This design comes from an exercise in tuning for small area, a short achievable clock period and few clock cycles per item on the open sky130 flow, not from production work.
Function was checked by simulation only, so behaviour that the tests miss may differ from the original.

## flow/design.v (module list and top-level ports; edited modules follow where they fit)
// module mul_unit: 1189 lines
// module mul_final: 133 lines
// module ooo_core: 137 lines
module ooo_core (
    input  wire logic        clk,
    input  wire logic        i_arst_n,
    input  wire logic        i_disp_valid,
    input  wire logic [2:0]  i_disp_op,
    input  wire logic [4:0]  i_disp_rdst,
    input  wire logic [31:0] i_disp_a,
    input  wire logic [31:0] i_disp_b,
    output logic             o_disp_ready,
    output logic             o_ret_valid,
    output logic [4:0]       o_ret_rdst,
    output logic [2:0]       o_ret_tag,
    output logic [31:0]      o_ret_data,
    input  wire logic        i_ret_ready
);
  // ...
==> flow/run.sh <==
#!/bin/bash
# synth_recipe.tcl (not shown) runs the flow's synth.tcl, then flattens the netlist and writes it again
# the make line also repeats each setting of config.mk as NAME=value (left out here)
make -C /OpenROAD-flow-scripts/flow DESIGN_CONFIG=/design/flow/config.mk WORK_HOME=/design/flow/orfs CLKGATE_MAP_FILE= SYNTH_SCRIPT=/design/flow/synth_recipe.tcl finish
==> flow/config.mk <==
export PLATFORM = sky130hd
export DESIGN_NAME = ooo_core
export DESIGN_NICKNAME = ooo_core
export VERILOG_FILES = /design/flow/design.v
export SDC_FILE = /design/flow/constraint.sdc
export NUM_CORES = 4
export LEC_CHECK = 0
export CAP_MARGIN = 20
export CORE_MARGIN = 2
export CORE_UTILIZATION = 40
export SETUP_SLACK_MARGIN = 3.2
export SLEW_MARGIN = 20
==> flow/constraint.sdc <==
create_clock -name core_clock -period 6.5 [get_ports {clk}]
set_input_delay 1.3000 -clock core_clock [delete_from_list [all_inputs] [get_ports {clk}]]
set_output_delay 1.3000 -clock core_clock [all_outputs]
set_load 0.01 [all_outputs]
==> results.json, run 1 <==
{
  "postCtsHoldBufs": 0,
  "multi_input_gates": 1563,
  "post_dp_cell_area_um2": 27100,
  "hpwl_um": 57800,
  "synth.mux.area_fraction": 0.0269,
  "met1_length_um": 33000,
  "wl_um": 84000,
  "slew_violations": 0,
  "reg2reg_to": "cs2[92]$_DFFE_PP_",
  "final_common_cell": "xnor2_1",
  "hold_class": "flip-flop to flip-flop",
  "clk_latency_ns": 0.58,
  "rows": 91,
  "drc": 0,
  "use_met3": 0.0641,
  "clk_share": 0.0361,
  "synth_top_family_by_area": "adder cells",
  "vias": 19200,
  "clkTransAtPathRegs_ns": 0.06,
  "synth-compound-area-share": 0.145,
  "crit_family": "adder cells",
  "status": "complete, no violations",
  "min_period_ns": 3.65,
  "inv_count": 303,
  "antenna_found_initial": 1,
  "synth_cells": 2334,
  "fmax_mhz": 274,
  "gp_congestion": 0.932,
  "top_regs": "cs2: 109 flops, out_q: 37 flops",
  "signal_buffers": 361
}
Testbench counts, summed over its fixed seeds: cycles 9,148, items 8,000.
==> run 2, diff against run 1 <==
--- a/flow/config.mk
+++ b/flow/config.mk
@@ -9,4 +9,5 @@
 export CORE_MARGIN = 2
 export CORE_UTILIZATION = 40
-export SETUP_SLACK_MARGIN = 3.2
+export SETUP_SLACK_MARGIN = 2.8
 export SLEW_MARGIN = 20
+export TNS_END_PERCENT = 0
==> run 2 against run 1 <==
Still clean on timing, DRC and antenna. Die area is the same. Via count shrank 2.0%. Non-clock buffer count shrank 46. Worst hold slack lost 0.0013 ns. Register-to-register slack lost 0.07 ns. Global-route usage shrank 1.6 points.
==> results.json, run 2 <==
{
  "vias": 18800,
  "async_flop_share": 0.0216,
  "syn_to_final_growth_pct": 18.7,
  "clockBufferDepth": 3,
  "fin_area_um2": 29700,
  "synth_common_cells": "xnor2_1 (311), inv_1 (293), edfxtp_1 (272)",
  "post_dp_cell_area_um2": 26900,
  "fp.dieW_um": 254,
  "nFillCells": 5610,
  "grt_pass1_wl_um": 119000,
  "final_cell_mix": "xnor2_1 (307), inv_1 (293), edfxtp_1 (272)",
  "synth.distinct_cells": 66,
  "setup_tns_ns": 0,
  "start_util": 0.405,
  "ant_nets": 0,
  "fin_crit_sh": 0.572,
  "netlist.area_leader.share": 0.326,
  "cp.required_ns": 6.81,
  "min_period_ns": 3.72,
  "die_h_um": 254,
  "portBuffers": 117,
  "crit_end": "cs2[92]$_DFFE_PP_",
  "drt-initial-drc-count": 2093,
  "top_register": "cs2",
  "core_um2": 61800,
  "yosysSeqAreaShare": 0.332,
  "synth_area_per_cell_um2": 10.7,
  "yosysWarnings": 1,
  "cts_made_buffers": 35,
  "crit_path_top_delay_cell": "edfxtp_1",
  "synth_ff_type": "edfxtp_1",
  "largest_register_ffs": 109,
  "hold_class": "flip-flop to flip-flop",
  "rrSetupSlack_ns": 2.78,
  "clk_latency_ns": 0.56,
  "hpwl_um": 57200,
  "tightest_slew_ns": 1.07,
  "track_usage": 0.246,
  "path_cells": "buf_6 > a22oi_2 > xnor2_2 > fa_1 > fa_1 > inv_1 > fa_2 > fa_2 > fa_1 > inv_1 > ha_1",
  "design.die.area_um2": 64700,
  "end_kind": "flip-flop",
  "cts-htree-levels": 2,
  "syn_area_um2": 25100,
  "rsz0062_at_grt": "true",
  "worstSetupStartpointType": "flip-flop",
  "syn_nets": 2772,
  "reg2reg_depth": 11,
  "final_util": 0.481,
  "synth_cells": 2334,
  "wire_per_inst_um": 23.6,
  "crit_top_cell": "fa_1",
  "final_common_cell": "xnor2_1",
  "synth.mux.area_fraction": 0.0269,
  "synthAdderAreaFrac": 0.249,
  "slew_violations": 0,
  "gp_congestion": 0.936,
  "fin_hold_ws_ns": 0.417,
  "place_inst": 3140,
  "status": "complete, no violations",
  "clkTransAtPathRegs_ns": 0.06,
  "fmax_mhz": 269,
  "grt_start_max_net_pins": 160,
  "yosysMostFrequentCell": "xnor2_1",
  "ios": 118,
  "setup.worst_path.class": "flip-flop to flip-flop",
  "via_per_inst": 5.60,
  "cp_max_fo": 7,
  "globalRouteOverflowTotal": 0,
  "timing_hold_violations_final": 0,
  "finalClockSkew_ns": 0.0284,
  "wl_um": 79500,
  "drive_gt1_frac": 0.142,
  "synth_top_family_by_area": "adder cells",
  "dr.pass1.iters": 7,
  "stdcell_count": 3361,
  "slew_headroom": 0.288,
  "clock-sinks": 278,
  "drc": 0,
  "reg2reg_to": "cs2[92]$_DFFE_PP_",
  "worstSetupStartpoint": "one1[10]$_DFFE_PP_",
  "synthXorXnorAreaFrac": 0.131,
  "grt_pass1_vias": 19000,
  "synth_edf_count": 272,
  "synth-compound-area-share": 0.145,
  "synth_area_leader_cell": "edfxtp_1",
  "synth-seq-cells": 278,
  "setup_viol": 0,
  "antenna_found_initial": 1,
  "nets": 2936,
  "synthTopCellsByArea": "edfxtp_1 (33%), fa_1 (18%), xnor2_1 (11%)",
  "rows": 91,
  "top_regs": "cs2: 109 flops, out_q: 37 flops",
  "arrival_ns": 4.03,
  "tritoncts": "built",
  "antennaDiodeCount": 0,
  "synthSimpleGateAreaFrac": 0.0411,
  "r2r_start": "one1[10]$_DFFE_PP_",
  "crit_path_max_incr_delay_ns": 0.54,
  "postCtsHoldBufs": 0,
  "root_buffer": "clkbuf_16",
  "cap_violations": 0
}
run 2: cell counts after synthesis:
Identical to the previous run, type by type.
run 2: kinds of logic (layout without fill, tap and decap cells):
family	after synthesis	count (layout)
AND/OR/NAND/NOR	237	239
flip-flops	278	278
buffers and inverters	493	681
XOR/XNOR	375	375
AO/OA/AOI/OAI	526	526
adder cells (fa/ha/maj)	362	362
multiplexers	63	63
run 2: metrics by stage:
stage	worst slack (ns)
after detailed placement	2.16
after CTS	2.76
after global routing	2.69
after global placement	2.22
after floorplan	1.96
final	2.78
run 2: worst max-delay path, delay by kind of cell (launching register included):
family / cells / cell delay [ns]
fa+ha+maj: 6 / 2.24
xor+xnor: 1 / 0.15
compound gates: 1 / 0.23
buf+inv: 3 / 0.31
flops: 1 / 0.54
run 2: what timing repair did:
| item | 4_1_cts | 5_1_grt |
|---|---|---|
| cloned | 3 | 0 |
| gates resized for setup | 23 | 50 |
| endpoints found under the setup margin | 38 | 16 |
| setup buffers | 116 | 39 |
| pin swaps | 2 | 19 |
run 2: how the worst min path moves through the flow:
stage                             from                  end  slack (ns)  cells past startpoint
global route        rdst2[3]$_DFFE_PP_  out_q[35]$_DFFE_PP_        0.43                      0
floorplan              xinc1$_DFFE_PP_     cs2[0]$_DFFE_PP_        0.40                      0
global placement    rdst2[2]$_DFFE_PP_  out_q[34]$_DFFE_PP_        0.40                      0
finish              rdst2[1]$_DFFE_PP_  out_q[33]$_DFFE_PP_        0.42                      0
detailed placement     xinc1$_DFFE_PP_     cs2[0]$_DFFE_PP_        0.40                      0
CTS                    xinc1$_DFFE_PP_     cs2[0]$_DFFE_PP_        0.42                      0
run 2: layout make-up:
| class | count | area (um^2) | share of cell area |
|---|---|---|---|
| multi-input cells | 1565 | 15100 | 0.507 |
| clock buffers | 39 | 891 | 0.0300 |
| clock inverters | 24 | 293 | 0.00984 |
| repair buffers | 315 | 2970 | 0.0998 |
| inverters | 303 | 1150 | 0.0387 |
| flip-flops and latches | 278 | 8320 | 0.280 |
| well taps | 837 | 1050 | 0.0352 |
run 2: per-layer routing:
metal,global-route usage,wire [um]
met4,0.0887,3090
met2,0.403,37200
met5,0,0
met3,0.0447,7100
met1,0.327,32000
==> run 3, diff against run 2 <==
--- a/flow/config.mk
+++ b/flow/config.mk
@@ -11,3 +11,2 @@
 export SETUP_SLACK_MARGIN = 2.8
 export SLEW_MARGIN = 20
-export TNS_END_PERCENT = 0
==> run 3 against run 2 <==
Via count grew 1.4%. First-iteration DRC count increased by 3.6%. Die area stayed put. Register-to-register slack improved by 0.06 ns. Clock-buffer cell count grew 4.
==> results.json, run 3 <==
{
  "status": "complete, no violations",
  "stdcell_count": 3385,
  "synth_common_cells": "xnor2_1 (311), inv_1 (293), edfxtp_1 (272)",
  "end_kind": "flip-flop",
  "core_um2": 61800,
  "via_per_inst": 5.64,
  "gp_congestion": 0.930,
  "tightest_slew_ns": 1.03,
  "grt_pass1_vias": 19500,
  "globalRouteOverflowTotal": 0,
  "ant_nets": 0,
  "yosysWarnings": 1,
  "grt_start_max_net_pins": 149,
  "cts-htree-levels": 2,
  "setup.worst_path.class": "flip-flop to flip-flop",
  "drc": 0,
  "clkTransAtPathRegs_ns": 0.07,
  "postCtsHoldBufs": 0,
  "antenna_found_initial": 2,
  "worstSetupStartpointType": "flip-flop",
  "clk_latency_ns": 0.56,
  "synth-seq-cells": 278,
  "yosysSeqAreaShare": 0.332,
  "hpwl_um": 58200,
  "wl_um": 82100,
  "crit_top_cell": "fa_2",
  "syn_to_final_growth_pct": 20.8,
  "fmax_mhz": 273,
  "die_h_um": 254,
  "drive_gt1_frac": 0.170,
  "rsz0062_at_grt": "true",
  "crit_path_max_incr_delay_ns": 0.57,
  "vias": 19100,
  "ios": 118,
  "grt.busiest_layer": "met2",
  "synth_area_per_cell_um2": 10.7,
  "antennaDiodeCount": 0,
  "root_buffer": "clkbuf_16",
  "use_met1": 0.334,
  "place_inst": 3139,
  "dr.pass1.iters": 6,
  "top_regs": "cs2: 109 flops, out_q: 37 flops",
  "synth_edf_count": 272,
  "drt-initial-drc-count": 2168,
  "design.die.area_um2": 64700,
  "timing_hold_violations_final": 0,
  "final_cell_mix": "xnor2_1 (303), inv_1 (288), edfxtp_1 (272)",
  "hold_class": "flip-flop to flip-flop",
  "syn_area_um2": 25100,
  "wire_per_inst_um": 24.3,
  "setup_tns_ns": 0,
  "finalClockSkew_ns": 0.0309,
  "arrival_ns": 3.97,
  "synth_area_leader_cell": "edfxtp_1",
  "cp.required_ns": 6.81,
  "slew_violations": 0,
  "track_usage": 0.254,
  "async_flop_share": 0.0216,
  "syn_nets": 2772,
  "largest_register_ffs": 109,
  "yosysMostFrequentCell": "xnor2_1",
  "cap_violations": 0,
  "synth.distinct_cells": 66,
  "use_met3": 0.0457,
  "final_common_cell": "xnor2_1",
  "slew_headroom": 0.311,
  "setup_viol": 0,
  "crit_path_top_delay_cell": "edfxtp_1",
  "cts_made_buffers": 35,
  "synthTopCellsByArea": "edfxtp_1 (33%), fa_1 (18%), xnor2_1 (11%)",
  "synth_cells": 2334,
  "tritoncts": "built",
  "clockBufferDepth": 3,
  "top_register": "cs2",
  "cp_max_fo": 5,
  "clock-sinks": 278,
  "fin_crit_sh": 0.563,
  "fp.dieW_um": 254,
  "portBuffers": 117,
  "min_period_ns": 3.66,
  "grt_pass1_wl_um": 122000,
  "nets": 2962,
  "grtUsageMet2": 0.409,
  "rows": 91,
  "synth_ff_type": "edfxtp_1",
  "netlist.area_leader.share": 0.326,
  "path_cells": "buf_6 > a22oi_2 > xnor2_1 > fa_2 > fa_1 > inv_1 > fa_2 > inv_2 > fa_2 > inv_1 > fa_2 > inv_1 > ha_1",
  "start_util": 0.405
}
-- run 3: cell counts after synthesis --
Identical to the previous run, type by type.
-- run 3: worst max-delay path, delay by kind of cell, from the launching register on --
kind            cells  cell delay (ns)
flops               1             0.57
buf+inv             5             0.45
xor+xnor            1             0.15
fa+ha+maj           6             2.10
compound gates      1             0.16
-- run 3: final timing paths --
path	cells after the start	from	slack, ns	endpoint
max	13	two1[0]$_DFFE_PP_	2.84	cs2[89]$_DFFE_PP_
min	0	rdst2[1]$_DFFE_PP_	0.42	out_q[33]$_DFFE_PP_
max reg2reg	13	two1[0]$_DFFE_PP_	2.84	cs2[89]$_DFFE_PP_
min reg2reg	0	rdst2[1]$_DFFE_PP_	0.42	out_q[33]$_DFFE_PP_
max in group asynchronous	1	i_arst_n	5.29	v2$_DFFE_PN0P_
min in group asynchronous	1	i_arst_n	0.99	tag_q[1]$_DFFE_PN0P_
-- run 3: per-stage QoR --
stage	utilization	setup slack, ns	hold slack (ns)	area (um^2)
floorplan	-	1.96	0.400	25100
global placement	0.434	2.14	0.401	26900
detailed placement	0.434	2.11	0.405	26900
CTS	0.479	2.79	0.418	29600
global route	0.490	2.75	0.426	30300
finish	0.490	2.84	0.419	30300
-- run 3: layout make-up --
class | count | area (um^2)
fillers | 5614 | 31600
multi-input cells | 1565 | 15200
flip-flops and latches | 278 | 8320
repair buffers | 341 | 3320
inverters | 303 | 1180
well taps | 837 | 1050
clock buffers | 43 | 968
clock inverters | 18 | 203
-- run 3: logic make-up after synthesis --
family / synth area share
flops: 0.332
fa+ha+maj: 0.249
simple gates: 0.0411
compound gates: 0.145
xor+xnor: 0.131
buf+inv: 0.0751
mux: 0.0269
-- run 3: timing repair --
item	in CTS	in global routing
gates cloned	4	0
buffers inserted	148	33
setup endpoints to repair	44	20
pin swaps	8	54
gates resized for setup	40	97
-- run 3: layer usage --
layer / vias to the layer above / part of all wire / wire length, um
met5: - / 0 / 0
li1: 8358 / - / -
met3: 227 / 0.080 / 6540
met4: 0 / 0.049 / 4060
met1: 9516 / 0.41 / 33700
met2: 988 / 0.46 / 37800
==> module ooo_core, before the edit <==
module ooo_core (
    input  wire logic        clk,
    input  wire logic        i_arst_n,
    input  wire logic        i_disp_valid,
    input  wire logic [2:0]  i_disp_op,
    input  wire logic [4:0]  i_disp_rdst,
    input  wire logic [31:0] i_disp_a,
    input  wire logic [31:0] i_disp_b,
    output logic             o_disp_ready,
    output logic             o_ret_valid,
    output logic [4:0]       o_ret_rdst,
    output logic [2:0]       o_ret_tag,
    output logic [31:0]      o_ret_data,
    input  wire logic        i_ret_ready
);
    function automatic logic [31:0] rev32(logic [31:0] v);
        for (int i = 0; i < 32; i++) rev32[i] = v[31-i];
    endfunction
    logic        en;
    logic        take;
    logic        is_mul, is_shift, is_addsub, is_sub;
    logic [31:0] a0;
    logic [15:0] one0, two0, neg0;
    logic [32:0] bx;
    logic [31:0] bs;
    assign is_mul    = (i_disp_op == 3'd7);
    assign is_shift  = (i_disp_op == 3'd5) | (i_disp_op == 3'd6);
    assign is_addsub = (i_disp_op == 3'd0) | (i_disp_op == 3'd1);
    assign is_sub    = (i_disp_op == 3'd1);
    assign bs        = i_disp_b ^ {32{is_sub}};
    always_comb begin
        case (i_disp_op)
            3'd2:    a0 = i_disp_a & i_disp_b;
            3'd3:    a0 = i_disp_a | i_disp_b;
            3'd4:    a0 = i_disp_a ^ i_disp_b;
            3'd6:    a0 = rev32(i_disp_a);
            default: a0 = i_disp_a;
        endcase
    end
    assign bx = {i_disp_b, 1'b0};
    always_comb begin
        for (int j = 0; j < 16; j++) begin
            if (is_mul) begin
                one0[j] = bx[2*j+1] ^ bx[2*j];
                two0[j] = (bx[2*j+2] & ~bx[2*j+1] & ~bx[2*j]) | (~bx[2*j+2] & bx[2*j+1] & bx[2*j]);
                neg0[j] = bx[2*j+2];
            end else if (is_shift) begin
                one0[j] = (i_disp_b[4:1] == 4'(j)) & ~i_disp_b[0];
                two0[j] = (i_disp_b[4:1] == 4'(j)) & i_disp_b[0];
                neg0[j] = 1'b0;
            end else begin
                one0[j] = (j == 0);
                two0[j] = 1'b0;
                neg0[j] = 1'b0;
            end
        end
    end
    logic        v1;
    logic [31:0] a1;
    logic [15:0] one1, two1, neg1;
    logic [4:0]  rdst1;
    logic        rev1;
    logic [31:0] x1;
    logic        xinc1;
    always_ff @(posedge clk or negedge i_arst_n) begin
        if (!i_arst_n) v1 <= 1'b0;
        else if (en)   v1 <= i_disp_valid;
    end
    always_ff @(posedge clk) begin
        if (en) begin
            a1    <= a0;
            one1  <= one0;
            two1  <= two0;
            neg1  <= neg0;
            rdst1 <= i_disp_rdst;
            rev1  <= (i_disp_op == 3'd6);
            x1    <= bs & {32{is_addsub}};
            xinc1 <= is_sub;
        end
    end
    logic [rob_pkg::CS_BITS-1:0] cs1;
    mul_unit u_mul (
        .a      (a1),
        .i_one  (one1),
        .i_two  (two1),
        .i_neg  (neg1),
        .i_x    (x1),
        .i_xinc (xinc1),
        .o_cs   (cs1)
    );
    logic        v2;
    logic [rob_pkg::CS_BITS-1:0] cs2;
    logic [4:0]  rdst2;
    logic        rev2;
    always_ff @(posedge clk or negedge i_arst_n) begin
        if (!i_arst_n) v2 <= 1'b0;
        else if (en)   v2 <= v1;
    end
    always_ff @(posedge clk) begin
        if (en) begin
            cs2   <= cs1;
            rdst2 <= rdst1;
            rev2  <= rev1;
        end
    end
    logic [31:0] sum2;
    mul_final u_final (
        .i_cs  (cs2),
        .o_sum  (sum2)
    );
    logic        out_v;
    logic [36:0] out_q;
    logic        out_rev;
    logic [2:0]  tag_q;
    assign take = out_v & i_ret_ready;
    assign en   = ~out_v | i_ret_ready;
    always_ff @(posedge clk or negedge i_arst_n) begin
        if (!i_arst_n) begin
            out_v <= 1'b0;
            tag_q <= 3'd0;
        end else begin
            if (take) tag_q <= tag_q + 3'd1;
            if (en)   out_v <= v2;
        end
    end
    always_ff @(posedge clk) begin
        if (en) begin
            out_q   <= {rdst2, sum2};
            out_rev <= rev2;
        end
    end
    assign o_disp_ready = en;
    assign o_ret_valid  = out_v;
    assign o_ret_rdst   = out_q[36:32];
    assign o_ret_data   = out_rev ? rev32(out_q[31:0]) : out_q[31:0];
    assign o_ret_tag    = tag_q;
endmodule
==> run 4, diff against run 3 <==
--- a/flow/design.v
+++ b/flow/design.v
@@ -1371,17 +1371,17 @@
     assign bx = {i_disp_b, 1'b0};
     always_comb begin
+        for (int j = 0; j < 16; j++) neg0[j] = bx[2*j+2] & is_mul;
+    end
+    always_comb begin
         for (int j = 0; j < 16; j++) begin
             if (is_mul) begin
                 one0[j] = bx[2*j+1] ^ bx[2*j];
                 two0[j] = (bx[2*j+2] & ~bx[2*j+1] & ~bx[2*j]) | (~bx[2*j+2] & bx[2*j+1] & bx[2*j]);
-                neg0[j] = bx[2*j+2];
             end else if (is_shift) begin
                 one0[j] = (i_disp_b[4:1] == 4'(j)) & ~i_disp_b[0];
                 two0[j] = (i_disp_b[4:1] == 4'(j)) & i_disp_b[0];
-                neg0[j] = 1'b0;
             end else begin
                 one0[j] = (j == 0);
                 two0[j] = 1'b0;
-                neg0[j] = 1'b0;
             end
         end
==> flow/flow/run.sh (new file) <==
#!/bin/bash
# The standard layout (standard.sh, unchanged ORFS steps), with one synthesis option:
# SYNTH_ARGS=-noabc skips the quick "abc -fast" inside Yosys's generic synth, so that
# extract_fa meets the carry-save adder tree as the RTL writes it and maps it onto
# full-adder cells without inverters between them. The main ABC mapping still runs.
# Registers and their names are the same as the standard synthesis's.
set -euo pipefail
cd "$(dirname "${BASH_SOURCE[0]}")/.."
export SYNTH_ARGS="-noabc"
bash standard.sh > flow_standard.log 2>&1
==> flow/standard.sh (new file) <==
#!/bin/bash
# synth_recipe.tcl (not shown) runs the flow's synth.tcl, then flattens the netlist and writes it again
# the make line also repeats each setting of config.mk as NAME=value (left out here)
make -C /OpenROAD-flow-scripts/flow DESIGN_CONFIG=/design/flow/config.mk WORK_HOME=/design/flow/orfs CLKGATE_MAP_FILE= SYNTH_SCRIPT=/design/flow/synth_recipe.tcl "${@:-finish}"
removed: flow/run.sh
==> run 4 against run 3 <==
Via count shrank 3.5%. Final cell count decreased by 9.5%. Utilization is 0.27 points lower. Non-clock buffer count down 12. Sequential cell count is the same. Highest routed layer is now met5. Final area shrank 2.9%. Synthesized area down 2.5%. Clock skew rose by 0.0014 ns. Global-route usage decreased by 1.2 points. Critical endpoint is now cs2[77]$_DFFE_PP_.
==> results.json, run 4 <==
{
  "status": "complete, no violations",
  "crit_family": "adder cells",
  "yosysWarnings": 1,
  "start_util": 0.405,
  "tightest_slew_ns": 1.03,
  "synth-seq-cells": 278,
  "tritoncts": "built",
  "min_period_ns": 3.68,
  "syn_area_um2": 24400,
  "drc": 0,
  "synth_area_leader_cell": "edfxtp_1",
  "fin_area_um2": 29400,
  "clkTransAtPathRegs_ns": 0.06,
  "synth_common_cells": "xnor2_1 (358), edfxtp_1 (272), a22oi_1 (256)",
  "clockBufferDepth": 3,
  "setup_tns_ns": 0,
  "yosysSeqAreaShare": 0.340,
  "die_h_um": 251,
  "cp_max_fo": 6,
  "track_usage": 0.242,
  "top_regs": "cs2: 109 flops, out_q: 37 flops",
  "worstSetupStartpointType": "flip-flop",
  "ant_nets": 0,
  "top_register": "cs2",
  "synth_area_per_cell_um2": 11.7,
  "synth_ff_type": "edfxtp_1",
  "crit_path_max_incr_delay_ns": 0.53,
  "hpwl_um": 50700,
  "portBuffers": 117,
  "core_um2": 60400,
  "drive_gt1_frac": 0.199,
  "timing_hold_violations_final": 0,
  "slew_violations": 0,
  "fin_crit_sh": 0.565,
  "path_cells": "buf_4 > buf_4 > a22oi_1 > xnor2_1 > fa_1 > fa_1 > fa_1 > fa_1 > ha_1",
  "cts-htree-levels": 2,
  "design.die.area_um2": 63100,
  "largest_register_ffs": 109,
  "synth.distinct_cells": 57,
  "netlist.area_leader.share": 0.334,
  "grt_start_max_net_pins": 143,
  "antenna_found_initial": 2,
  "r2r_start": "one1[5]$_DFFE_PP_",
  "via_per_inst": 6.02,
  "reg2reg_to": "cs2[77]$_DFFE_PP_",
  "rsz0062_at_grt": "true",
  "fp.dieW_um": 251,
  "hold_end": "rdst2[1]$_DFFE_PP_",
  "crit_path_top_delay_cell": "edfxtp_1",
  "yosysMostFrequentCell": "xnor2_1",
  "grt_pass1_wl_um": 116000,
  "rrSetupSlack_ns": 2.82,
  "holdPathStages": 0,
  "arrival_ns": 3.97,
  "drt-initial-drc-count": 2561,
  "multi_input_area_um2": 15400,
  "fmax_mhz": 272,
  "cts_made_buffers": 34,
  "dr.pass1.iters": 10,
  "postCtsHoldBufs": 0,
  "end_kind": "flip-flop",
  "cp.required_ns": 6.80,
  "ios": 118,
  "grt_pass1_vias": 18900,
  "finalClockSkew_ns": 0.0323,
  "seq_area_um2": 8320,
  "slew_headroom": 0.313,
  "wl_um": 76900,
  "syn_to_final_growth_pct": 20.3,
  "root_buffer": "clkbuf_16",
  "post_dp_cell_area_um2": 26100,
  "syn_nets": 2527,
  "crit_top_cell": "fa_1",
  "final_common_cell": "xnor2_1",
  "final_cell_mix": "xnor2_1 (351), edfxtp_1 (272), a22oi_1 (223)",
  "clock-sinks": 278,
  "setup.worst_path.class": "flip-flop to flip-flop",
  "clk_latency_ns": 0.57,
  "setup_viol": 0,
  "reg2reg_depth": 9,
  "rows": 90,
  "synth_edf_count": 272,
  "worst-path-buf-inv": 2,
  "nFillCells": 5323,
  "cap_violations": 0,
  "min_from": "rdst1[1]$_DFFE_PP_",
  "synthTopCellsByArea": "edfxtp_1 (33%), fa_1 (19%), xnor2_1 (13%)",
  "hold_class": "flip-flop to flip-flop",
  "nets": 2690,
  "globalRouteOverflowTotal": 0,
  "vias": 18400,
  "synth_cells": 2089,
  "gp_congestion": 0.924,
  "async_flop_share": 0.0216,
  "wire_per_inst_um": 25.1
}
run 4: cell count changes in the layout (fill, tap and decap cells not counted), sizes merged, moves of 18 or more:
cell and delta:
o221a +31, mux2 +32, xnor2 +47, o21ai -45
a21o +18, o221ai -21, nand2 -29, xor2 -42
and3 +36, inv -223, nor2 -20, a221oi +34
mux2i -27
run 4: final cells by class:
| class | count | area share |
|---|---|---|
| sequential | 278 | 0.283 |
| tap | 782 | 0.0333 |
| multi-input combinational | 1535 | 0.524 |
| clock inverter | 20 | 0.00639 |
| timing repair buffer | 329 | 0.113 |
| clock buffer | 42 | 0.0307 |
| antenna | 2 | 0.000170 |
| inverter | 74 | 0.00945 |
run 4: stage by stage:
| step | cells | setup slack [ns] | util | hold slack [ns] |
|---|---|---|---|---|
| after global placement | 2830 | 2.14 | 0.433 | 0.402 |
| after detailed placement | 2830 | 2.10 | 0.433 | 0.405 |
| after CTS | 3045 | 2.73 | 0.480 | 0.419 |
| after global routing | 3060 | 2.76 | 0.487 | 0.428 |
| final | 3062 | 2.82 | 0.487 | 0.419 |
| after floorplan | 2089 | 1.96 | - | 0.400 |
run 4: kinds of logic after synthesis:
group | count (synthesis) | share of synthesized area
XOR/XNOR | 380 | 0.136
AO/OA/AOI/OAI | 514 | 0.153
adder cells (fa/ha/maj) | 362 | 0.255
buffers and inverters | 278 | 0.0440
flip-flops | 278 | 0.340
AND/OR/NAND/NOR | 209 | 0.0398
multiplexers | 68 | 0.0313
run 4: layer usage:
layer	up-vias	wire length, um	GRT usage
met4	2	4090	0.108
met1	9122	31100	0.317
met3	292	7850	0.0681
met2	1139	33900	0.374
met5	-	10	0
li1	7873	-	-
run 4: worst reg2reg max path, stage by stage (launching register included):
cell      delay, ns
edfxtp_1       0.53
buf_4          0.20
buf_4          0.16
a22oi_1        0.27
xnor2_1        0.13
fa_1           0.42
fa_1           0.44
fa_1           0.50
fa_1           0.46
ha_1           0.33
run 4: worst max-delay path by stage:
stage / start / to / slack (ns) / cells after the start
after floorplan: i_ret_ready / o_disp_ready / 1.96 / 1
after global placement: one1[0]$_DFFE_PP_ / cs2[89]$_DFFE_PP_ / 2.14 / 9
after detailed placement: i_ret_ready / o_disp_ready / 2.10 / 3
after CTS: i_ret_ready / o_disp_ready / 2.73 / 3
after global routing: one1[2]$_DFFE_PP_ / cs2[90]$_DFFE_PP_ / 2.76 / 9
final: one1[5]$_DFFE_PP_ / cs2[77]$_DFFE_PP_ / 2.82 / 9
run 4: what timing repair did:
item,CTS,global route
cloned,5,0
pin swaps,11,45
gates resized for setup,32,71
buffers inserted,148,15
hold endpoints to repair,0,0
setup endpoints to repair,41,23
Testbench counts of run 4, summed over its fixed seeds: cycles 9,148, items 8,000.
==> run 5, diff against run 4 <==
--- a/flow/flow/run.sh
+++ b/flow/flow/run.sh
@@ -5,6 +5,9 @@
 # full-adder cells without inverters between them. The main ABC mapping still runs.
 # Registers and their names are the same as the standard synthesis's.
+# Port buffers: every input and output port still gets its own buffer, but the smallest
+# plain buffer rather than a delay buffer; the resizer upsizes the ones that need it.
 set -euo pipefail
 cd "$(dirname "${BASH_SOURCE[0]}")/.."
 export SYNTH_ARGS="-noabc"
+export BUFFER_PORTS_ARGS="-buffer_cell sky130_fd_sc_hd__buf_1"
 bash standard.sh > flow_standard.log 2>&1
==> run 5 against run 4 <==
Still clean. Maximum frequency shrank 0.36%. Die area unchanged. Sequential cell count is the same. Via count is 1.1% lower.
==> results.json, run 5 <==
{
  "synth_cells": 2089,
  "reg2reg_to": "cs2[92]$_DFFE_PP_",
  "setup_viol": 0,
  "hold_end": "out_q[36]$_DFFE_PP_",
  "synth.distinct_cells": 57,
  "cts-htree-levels": 2,
  "top_layer_used": "met4",
  "holdPathStages": 0,
  "vias": 18200,
  "fp.dieW_um": 251,
  "slew_violations": 0,
  "design.die.area_um2": 63100,
  "synthAdderAreaFrac": 0.255,
  "crit_path_top_delay_cell": "edfxtp_1",
  "largest_register_ffs": 109,
  "synth_area_leader_cell": "edfxtp_1",
  "synth_ff_type": "edfxtp_1",
  "cts_made_buffers": 35,
  "met1_length_um": 32000,
  "ios": 118,
  "post-place-ws_ns": 2.29,
  "status": "complete, no violations",
  "wl_um": 76900,
  "routed-wl-met2_um": 34100,
  "clkTransAtPathRegs_ns": 0.06,
  "wire_per_inst_um": 25.0,
  "top_register": "cs2",
  "core_um2": 60400,
  "antennaDiodeCount": 0,
  "globalRouteOverflowTotal": 0,
  "synth_edf_count": 272,
  "synthSimpleGateAreaFrac": 0.0398,
  "reg2reg_depth": 8,
  "clk_latency_ns": 0.55,
  "synth-seq-cells": 278,
  "drive_gt1_frac": 0.200,
  "setup_tns_ns": 0,
  "grt_start_max_net_pins": 138,
  "synthTopCellsByArea": "edfxtp_1 (33%), fa_1 (19%), xnor2_1 (13%)",
  "min_period_ns": 3.69,
  "synth.mux.area_fraction": 0.0313,
  "die_h_um": 251,
  "netlist.area_leader.share": 0.334,
  "yosysSeqAreaShare": 0.340,
  "start_util": 0.405,
  "portBuffers": 117,
  "worstSetupStartpoint": "two1[7]$_DFFE_PP_",
  "drc": 0,
  "dr_wl_met3_um": 7310,
  "rsz0062_at_grt": "true",
  "crit_top_cell": "fa_1",
  "crit_path_max_incr_delay_ns": 0.59,
  "fin_hold_ws_ns": 0.417,
  "synth_common_cells": "xnor2_1 (358), edfxtp_1 (272), a22oi_1 (256)",
  "synthXorXnorAreaFrac": 0.136,
  "cap_violations": 0,
  "path_cells": "buf_4 > a22oi_1 > xnor2_1 > fa_1 > fa_1 > fa_1 > fa_1 > ha_1",
  "top_regs": "cs2: 109 flops, out_q: 37 flops",
  "synth_top_family_by_area": "adder cells",
  "layout_setup_ws_ns": 2.81,
  "grt_pass1_vias": 19000,
  "clock-sinks": 278,
  "rrSetupSlack_ns": 2.81,
  "end_kind": "flip-flop",
  "r2r_start": "two1[7]$_DFFE_PP_",
  "antenna_found_initial": 1,
  "drt-initial-drc-count": 2237,
  "synth-compound-area-share": 0.153,
  "syn_to_final_growth_pct": 17.8,
  "root_buffer": "clkbuf_16",
  "nets": 2703,
  "synth_area_per_cell_um2": 11.7,
  "worstSetupStartpointType": "flip-flop",
  "setup.worst_path.class": "flip-flop to flip-flop",
  "async_flop_share": 0.0216,
  "gp_congestion": 0.963,
  "tightest_slew_ns": 1.12,
  "cp.required_ns": 6.79,
  "clockBufferDepth": 3,
  "arrival_ns": 3.98,
  "ant_nets": 0,
  "syn_nets": 2527,
  "via_per_inst": 5.93,
  "slew_headroom": 0.253,
  "tritoncts": "built",
  "hpwl_um": 51700,
  "yosysMostFrequentCell": "xnor2_1",
  "track_usage": 0.242,
  "rows": 90,
  "timing_hold_violations_final": 0,
  "fmax_mhz": 271,
  "yosysWarnings": 1,
  "hold_class": "flip-flop to flip-flop",
  "grt_pass1_wl_um": 117000,
  "final_cell_mix": "xnor2_1 (351), edfxtp_1 (272), a22oi_1 (224)",
  "final_common_cell": "xnor2_1",
  "cp_max_fo": 11,
  "min_from": "rdst2[4]$_DFFE_PP_",
  "finalClockSkew_ns": 0.0244,
  "fin_crit_sh": 0.568,
  "syn_area_um2": 24400,
  "dr.pass1.iters": 7
}
## run 5: cell counts after synthesis
No cell type changed its count.
## run 5: routing by layer
metal,track usage,vias to the layer above
met3,0.0626,261
met1,0.324,9033
met5,0,-
li1,-,7882
met2,0.371,1047
met4,0.110,0
## run 5: final cells by class
class | count | area, um^2
Timing Repair Buffer | 342 | 2700
Clock inverter | 23 | 204
Fill cell | 5420 | 31600
Inverter | 74 | 278
Tap cell | 782 | 978
Sequential cell | 278 | 8320
Multi-Input combinational cell | 1534 | 15400
Clock buffer | 40 | 937
## run 5: repair_timing
item | 4_1_cts | 5_1_grt
hold buffers | 0 | 0
setup endpoints to repair | 41 | 22
resized for setup | 25 | 70
pin swaps | 8 | 47
buffers inserted | 152 | 20
cloned | 3 | 0
## run 5: through the flow
stage,util,cell area [um^2],cells
2_1_floorplan,-,24500,2089
5_1_grt,0.477,28800,3073
3_3_place_gp,0.422,25500,2835
4_1_cts,0.469,28300,3053
3_5_place_dp,0.422,25500,2835
6_report,0.477,28800,3073
## run 5: how the worst max path moves through the flow
stage	to	slack, ns	depth (start not counted)
after detailed placement	cs2[92]$_DFFE_PP_	2.29	8
after floorplan	o_disp_ready	1.96	1
after CTS	cs2[92]$_DFFE_PP_	2.69	9
final	cs2[92]$_DFFE_PP_	2.81	8
after global placement	cs2[92]$_DFFE_PP_	2.32	8
after global routing	cs2[92]$_DFFE_PP_	2.73	8
## run 5: cell families (layout without fill, tap and decap cells)
logic type | after synthesis | in the layout
compound gates | 514 | 514
xor+xnor | 380 | 380
fa+ha+maj | 362 | 362
flops | 278 | 278
buf+inv | 278 | 479
simple gates | 209 | 210
mux | 68 | 68
## run 5: worst max-delay path: cells and delay by family (launching register included)
| kind | cells | cell delay (ns) |
|---|---|---|
| AO/OA/AOI/OAI | 1 | 0.10 |
| flip-flops | 1 | 0.59 |
| adder cells (fa/ha/maj) | 5 | 2.26 |
| XOR/XNOR | 1 | 0.17 |
| buffers and inverters | 1 | 0.30 |

-- afterwards: timing with drivers on the ports --
Ports are ideal in the flow. The routed layouts listed here were re-timed in OpenROAD. Step 1 assumes that a clkbuf_16 drives the clock port and a buf_2 every other input. Step 2 moves the port delays by t, midway between the first and last clock arrival at a register: inputs arrive t later, outputs are due t later. That takes back most of the time a late clock gives input paths. a / b / c = no drivers / after step 1 / after step 2; a / b = the first two.
run	t, ns	slack for setup (ns)	worst setup path after step 2
run 1	0.618	2.852 / 2.852 / 2.804	input to register
run 2	0.613	2.784 / 2.766 / 2.381	input to register
run 3	0.595	2.842 / 2.842 / 2.686	input to register
run 4	0.617	2.824 / 2.824 / 2.564	input to register
run 5	0.599	2.811 / 2.811 / 2.502	input to register
After both steps every run listed still meets setup and hold. The setup slack of run 2, which loses most, moves by -0.018 ns with the drivers and by -0.403 ns with both steps.
